Source: an optimization exercise on an open RTL-to-GDS flow (aim: small area, a short achievable clock period and few clock cycles per item). Production flows keep margins and buffers that such runs may drop. Only simulation tests tie the RTL to the original design; equivalence was not proved.

Setup of build 42:
Design sw_top, start of the top module:
module sw_top (
    input  logic                                clk,
    input  logic                                reset,
    input  logic                                i_valid,
    input  sw_pkg::base_t                       i_ref_base,
    input  sw_pkg::base_t                       i_query_base,
    output logic                                o_finish,
    output logic [8-1:0]              o_max,
    output logic [sw_pkg::RIDX_W:0]             o_pos_ref,
    output logic [sw_pkg::QIDX_W:0]             o_pos_query
);
    logic                        start;
    logic                        load;
    logic [5:0]                  cnt;
    logic                        last;
    logic                        busy;
    logic [5:0]                  best_m2;
    logic [3:0]                  best_oh;
    logic [16-1:0][1:0] cand;
    logic                        row1;
    logic [5:0]                  best_s;
    logic [5:0]                  best_g;
    logic [4:0]                  best_j;
    logic [4:0]                  best_i;
    sw_sequencer u_sequencer (
        .clk      (clk),
        .reset    (reset),
        .i_valid  (i_valid),
        .o_start  (start),
        .o_load   (load),
        .o_cnt    (cnt),
        .o_busy   (busy),
        .o_last   (last),
        .o_finish (o_finish)
    );
    sw_pe_array u_pe_array (
        .clk          (clk),
        .reset        (reset),
        .i_start      (start),
        .i_load       (load),
        .i_query_base (i_query_base),
        .i_ref_base   (i_ref_base),
        .i_best       (best_g),
        .i_best_m2    (best_m2),
        .i_best_oh    (best_oh),
        .o_cand       (cand),
        .o_row1       (row1)
    );
    sw_max_tracker u_max_tracker (
        .clk         (clk),
        .i_clear     (start),
        .i_cnt       (cnt),
        .i_last      (last),
        .i_cand      (cand),
        .i_row1      (row1),
        .o_best      (best_g),
  ...
Settings: LEC_CHECK=0, ABC_AREA=1, CAP_MARGIN=20, CORE_MARGIN=2, CORE_UTILIZATION=40, CTS_CLUSTER_DIAMETER=80, CTS_CLUSTER_SIZE=60, SETUP_SLACK_MARGIN=4.95, SLEW_MARGIN=20, TNS_END_PERCENT=100; clock period 7.5 ns.
run.sh (not shown) runs the stock make flow with config.mk's settings and CLKGATE_MAP_FILE= SYNTH_SCRIPT=/design/flow/synth_recipe.tcl, a recipe that flattens the netlist after the stock synthesis.
Testbench counts of build 42, summed over its fixed seeds: cycles 12,480, runs 320.
> inputs changed (build 42 -> build 58)
- SETUP_SLACK_MARGIN now 4.92, was 4.95
- CTS_CLUSTER_DIAMETER now 70, was 80
--- outcome ---
Build 58 went all the way through the flow, and no timing, DRC or antenna check failed.
Comparing build 42 with build 58, the wire length came out essentially unchanged.
Cell area reported after detailed placement of build 42 is on par with build 58.
Relative to build 42, worst slew margin relative to its limit has increased by 6.0 points in build 58.
Build 58 — part of the cycle the worst path needs 0.54 points higher, build 42 as reference
Setup slack in build 58 is smaller than in build 42.
Global-route usage across build 42 and build 58: no real change.
[inputs] build 64 vs build 58
- SETUP_SLACK_MARGIN changed from 4.92 to 4.5
- CTS_CLUSTER_DIAMETER changed from 70 to 80
==> notes.md <==
Build 64: PASS, flow complete, no timing, DRC or antenna violations
On slack of the worst reg-to-reg path, build 58 beats build 64.
A path type of the worst setup path of reg -> out is what build 64 shows, while reg -> reg belongs to build 58.
In the reports for build 58 and build 64, the smaller clock skew belongs to build 58.
For count of clock-buffer cells in the layout, dividing the value from build 58 by the value from build 64 gives 1.2.
Compared build 64 vs build 58, and finished layout cell area is down in build 64.
The inputs of build 69 differ from those of build 64 as listed below.
- SETUP_SLACK_MARGIN changed from 4.5 to 4.85
- CTS_CLUSTER_DIAMETER changed from 80 to 60
## What came out
Delta (build 69 minus build 64): non-clock buffer count now larger, clock-pin slew on the worst setup and hold paths fell 0.03 ns, clock sink count barely changed. Global-route wire length before repair on build 69 is up relative to build 64.

sw_top, a different RTL version from the one above (not shown whole).
For scale: about 2800 cells after synthesis, ~27 I/O pins, roughly 0.020 sq mm of cells after synthesis.
// sw_top
module sw_top (
    input  logic                                clk,
    input  logic                                reset,
    input  logic                                i_valid,
    input  sw_pkg::base_t                       i_ref_base,
    input  sw_pkg::base_t                       i_query_base,
    output logic                                o_finish,
    output logic [8-1:0]              o_max,
    output logic [sw_pkg::RIDX_W:0]             o_pos_ref,
    output logic [sw_pkg::QIDX_W:0]             o_pos_query
);
    logic                        start;
    logic                        load;
    logic [5:0]                  cnt;
    logic                        last;
    logic                        busy;
    logic [5:0]                  best_m2;
    logic [16-1:0][1:0] cand;
    logic                        row1;
    logic [5:0]                  best_s;
    logic [5:0]                  best_g;
    logic [4:0]                  best_j;
    logic [4:0]                  best_i;
    sw_sequencer u_sequencer (
        .clk      (clk),
        .reset    (reset),
        .i_valid  (i_valid),
        .o_start  (start),
  ...
export LEC_CHECK = 0
export ABC_AREA = 1
export CAP_MARGIN = 20
export CORE_MARGIN = 2
export CORE_UTILIZATION = 40
export CTS_CLUSTER_DIAMETER = 80
export CTS_CLUSTER_SIZE = 40
export SETUP_SLACK_MARGIN = 4.6
export SLEW_MARGIN = 20
export TNS_END_PERCENT = 100
create_clock -name core_clock -period 7.5 [get_ports {clk}]
The starting point produced a clean layout.
Testbench counts at the start, summed over its fixed seeds: cycles 12,480, runs 320.
Then changed:
- ABC_AREA: 1 -> unset
- CTS_CLUSTER_DIAMETER: 80 -> unset
- CTS_CLUSTER_SIZE: 40 -> unset
- SETUP_SLACK_MARGIN: 4.6 -> 4.5
- TNS_END_PERCENT: 100 -> 10
After rerunning: Clock skew stays flat. Hold slack gains 13 ps. Wire length goes down by 3.2%. Via count fell by 11%.
Then changed:
- ABC_AREA: unset -> 1
- CTS_CLUSTER_DIAMETER: unset -> 80
- CTS_CLUSTER_SIZE: unset -> 60
- SETUP_SLACK_MARGIN: 4.5 -> 4.65
- TNS_END_PERCENT: 10 -> 100
What happened: Worst hold slack gets worse by 8.2 ps; global-route usage went up by 0.71 points; area after synthesis went up by 1.4%.

## run 1
sw_top again, from the RTL that the note above started with.
Settings: LEC_CHECK=0, ABC_AREA=1, CAP_MARGIN=20, CORE_MARGIN=2, CORE_UTILIZATION=50, CTS_CLUSTER_DIAMETER=80, CTS_CLUSTER_SIZE=60, PLACE_DENSITY=0.65, SETUP_SLACK_MARGIN=4.6, SLEW_MARGIN=20, TNS_END_PERCENT=100; clock period 7.5 ns.
No stage failed in run 1, and the final checks on the layout all came back clean.
Testbench counts of run 1, summed over its fixed seeds: cycles 12,480, runs 320.
The following lists how run 2 was set up differently from run 1:
--- a/flow/config.mk
+++ b/flow/config.mk
@@ -9,8 +9,7 @@
 export CAP_MARGIN = 20
 export CORE_MARGIN = 2
-export CORE_UTILIZATION = 50
-export CTS_CLUSTER_DIAMETER = 80
+export CORE_UTILIZATION = 40
+export CTS_CLUSTER_DIAMETER = 90
 export CTS_CLUSTER_SIZE = 60
-export PLACE_DENSITY = 0.65
 export SETUP_SLACK_MARGIN = 4.6
 export SLEW_MARGIN = 20
==> comparison <==
Run 2 finished every step from synthesis to the final layout, and the layout passed the timing, DRC and antenna checks. Run 2 vs. run 1: initial standard-cell utilization of the core went down by 10 points. Taking run 1 as the reference, in run 2 endpoint arrival time on the critical path shrank by 80 ps; detail-routed via count per cell now sits lower; register-to-register slack +50 ps; final net count was more or less identical. Run 2 reports a higher layout-stage area growth over the synthesis result than run 1 does. Run 2 against run 1; cell area is up slightly. Delta (run 2 minus run 1): worst setup slack went up 79 ps; via count shrank by 0.65%. Run 2 vs run 1 — fraction of final layout cells sized beyond drive strength 1 rose 0.72 points.
#### Input delta (run 3 over run 2)
--- a/flow/config.mk
+++ b/flow/config.mk
@@ -10,7 +10,7 @@
 export CORE_MARGIN = 2
 export CORE_UTILIZATION = 40
-export CTS_CLUSTER_DIAMETER = 90
+export CTS_CLUSTER_DIAMETER = 80
 export CTS_CLUSTER_SIZE = 60
-export SETUP_SLACK_MARGIN = 4.6
+export SETUP_SLACK_MARGIN = 4.5
 export SLEW_MARGIN = 20
 export TNS_END_PERCENT = 100
==> notes.md <==
Run 2 finished every step from synthesis to the final layout, and the layout passed the timing, DRC and antenna checks.
Run 3 completed end to end with timing, DRC and antenna clean.
In the reports for run 2 and run 3, the smaller number of ordinary and repair buffers in the finished layout belongs to run 3.
Global-route usage in run 3 vs run 2: down 0.48 points
Summary of the comparison: final critical-path required period is higher in run 3, relative to run 2.
Changes in run 4 relative to run 3:
--- a/flow/config.mk
+++ b/flow/config.mk
@@ -12,5 +12,6 @@
 export CTS_CLUSTER_DIAMETER = 80
 export CTS_CLUSTER_SIZE = 60
-export SETUP_SLACK_MARGIN = 4.5
+export PLACE_DENSITY = 0.5
+export SETUP_SLACK_MARGIN = 4.6
 export SLEW_MARGIN = 20
 export TNS_END_PERCENT = 100
Results
- On vertical die dimension, run 4 and run 3 are neck and neck.
- What run 3 reported for pin count of the biggest net entering global routing has to be multiplied by 0.938 to get the figure for run 4.
- Changes observed in run 4 relative to run 3: portion of the clock cycle consumed by the worst path in the final layout -1.2 points; total routed wirelength +5.0%.
- Clock skew across run 4 and run 3: no real change.
- Sort run 4 and run 3 by maximum fanout count along the critical path desc -> top: run 3
- Per the comparison of run 4 with run 3, maximum frequency from static timing analysis increased about 3.3%; worst setup slack higher.
#### Input delta (run 5 over run 4)
--- a/flow/config.mk
+++ b/flow/config.mk
@@ -6,5 +6,4 @@
 export NUM_CORES = 4
 export LEC_CHECK = 0
-export ABC_AREA = 1
 export CAP_MARGIN = 20
 export CORE_MARGIN = 2
@@ -12,6 +11,5 @@
 export CTS_CLUSTER_DIAMETER = 80
 export CTS_CLUSTER_SIZE = 60
-export PLACE_DENSITY = 0.5
-export SETUP_SLACK_MARGIN = 4.6
+export SETUP_SLACK_MARGIN = 4.5
 export SLEW_MARGIN = 20
 export TNS_END_PERCENT = 100
==> notes.md <==
Compared with run 4, core footprint in run 5 decreased slightly.
Going from run 4 to run 5, the post-synthesis instance total was found to have gone down by 612.
Going from run 4 to run 5, post-cts repair resize count grows by 72%.
Re global-route usage: run 4 and run 5 aren't equal, and the higher value belongs to run 4.
Changes observed in run 5 relative to run 4: area of the multi-input gates went up by 1600 sq um.
Input-level comparison between run 6 and run 5:
--- a/flow/config.mk
+++ b/flow/config.mk
@@ -6,4 +6,5 @@
 export NUM_CORES = 4
 export LEC_CHECK = 0
+export ABC_AREA = 1
 export CAP_MARGIN = 20
 export CORE_MARGIN = 2
@@ -11,5 +12,5 @@
 export CTS_CLUSTER_DIAMETER = 80
 export CTS_CLUSTER_SIZE = 60
-export SETUP_SLACK_MARGIN = 4.5
+export SETUP_SLACK_MARGIN = 4.9
 export SLEW_MARGIN = 20
 export TNS_END_PERCENT = 100
Notes after the runs:
Number of library cell types mapped by synthesis, run 6 vs run 5: down by more than a quarter. Number of buffer and inverter instances along the worst setup path: run 6 and run 5 compared, higher one is run 6. Between run 6 and run 5, the difference in clock transition at the registers of the reported paths is negligible. Sort run 6 and run 5 by synthesized cell count, ascending, and run 5 comes first.

## afterwards: timing with drivers on the ports
No port has a modelled driver above. Below, the same layouts with a new extraction and two added sets of constraints. Step 1 assumes that a clkbuf_16 drives the clock port and a buf_2 every other input. Step 2 also shifts input and output timing later by t, the mid clock arrival at the registers, as if the neighbouring blocks saw the same clock. Three values: ideal, step 1, step 2; two values: the first two.
| run | shift t [ns] | slack for setup (ns) | worst setup path after step 2 | clock arrival spread, ns | worst register clock-pin slew, ns |
|---|---|---|---|---|---|
| build 42 | 0.607 | 4.930 / 4.880 / 4.436 | input to register | 0.034 / 0.034 | 0.11 / 0.11 |
| build 58 | 0.615 | 4.889 / 4.870 / 4.420 | input to register | 0.040 / 0.040 | 0.09 / 0.09 |
| build 64 | 0.616 | 4.562 / 4.507 / 3.997 | input to register | 0.057 / 0.058 | 0.12 / 0.12 |
| build 69 | 0.627 | 4.894 / 4.836 / 4.352 | input to register | 0.019 / 0.019 | 0.09 / 0.09 |
| the first run of note 2 | 0.601 | 4.635 / 4.581 / 4.123 | input to register | 0.022 / 0.023 | 0.10 / 0.10 |
| the second run of note 2 | 0.572 | 4.343 / 4.287 / 3.828 | input to register | 0.019 / 0.019 | 0.06 / 0.06 |
| the third run of note 2 | 0.602 | 4.697 / 4.674 / 4.116 | input to register | 0.024 / 0.024 | 0.10 / 0.10 |
| run 1 | 0.579 | 4.579 / 4.521 / 4.191 | input to register | 0.025 / 0.025 | 0.12 / 0.12 |
| run 2 | 0.579 | 4.657 / 4.600 / 4.145 | input to register | 0.026 / 0.026 | 0.12 / 0.12 |
| run 3 | 0.591 | 4.553 / 4.507 / 3.953 | input to register | 0.027 / 0.027 | 0.11 / 0.11 |
| run 4 | 0.607 | 4.647 / 4.591 / 4.149 | input to register | 0.039 / 0.039 | 0.10 / 0.10 |
| run 5 | 0.590 | 4.519 / 4.467 / 3.989 | input to register | 0.038 / 0.038 | 0.11 / 0.11 |
| run 6 | 0.605 | 4.821 / 4.763 / 4.390 | input to register | 0.038 / 0.039 | 0.10 / 0.10 |
After both steps every run listed still meets setup and hold. For run 3, which loses most, drivers alone change the setup slack by -0.046 ns; drivers and shift together by -0.600 ns.
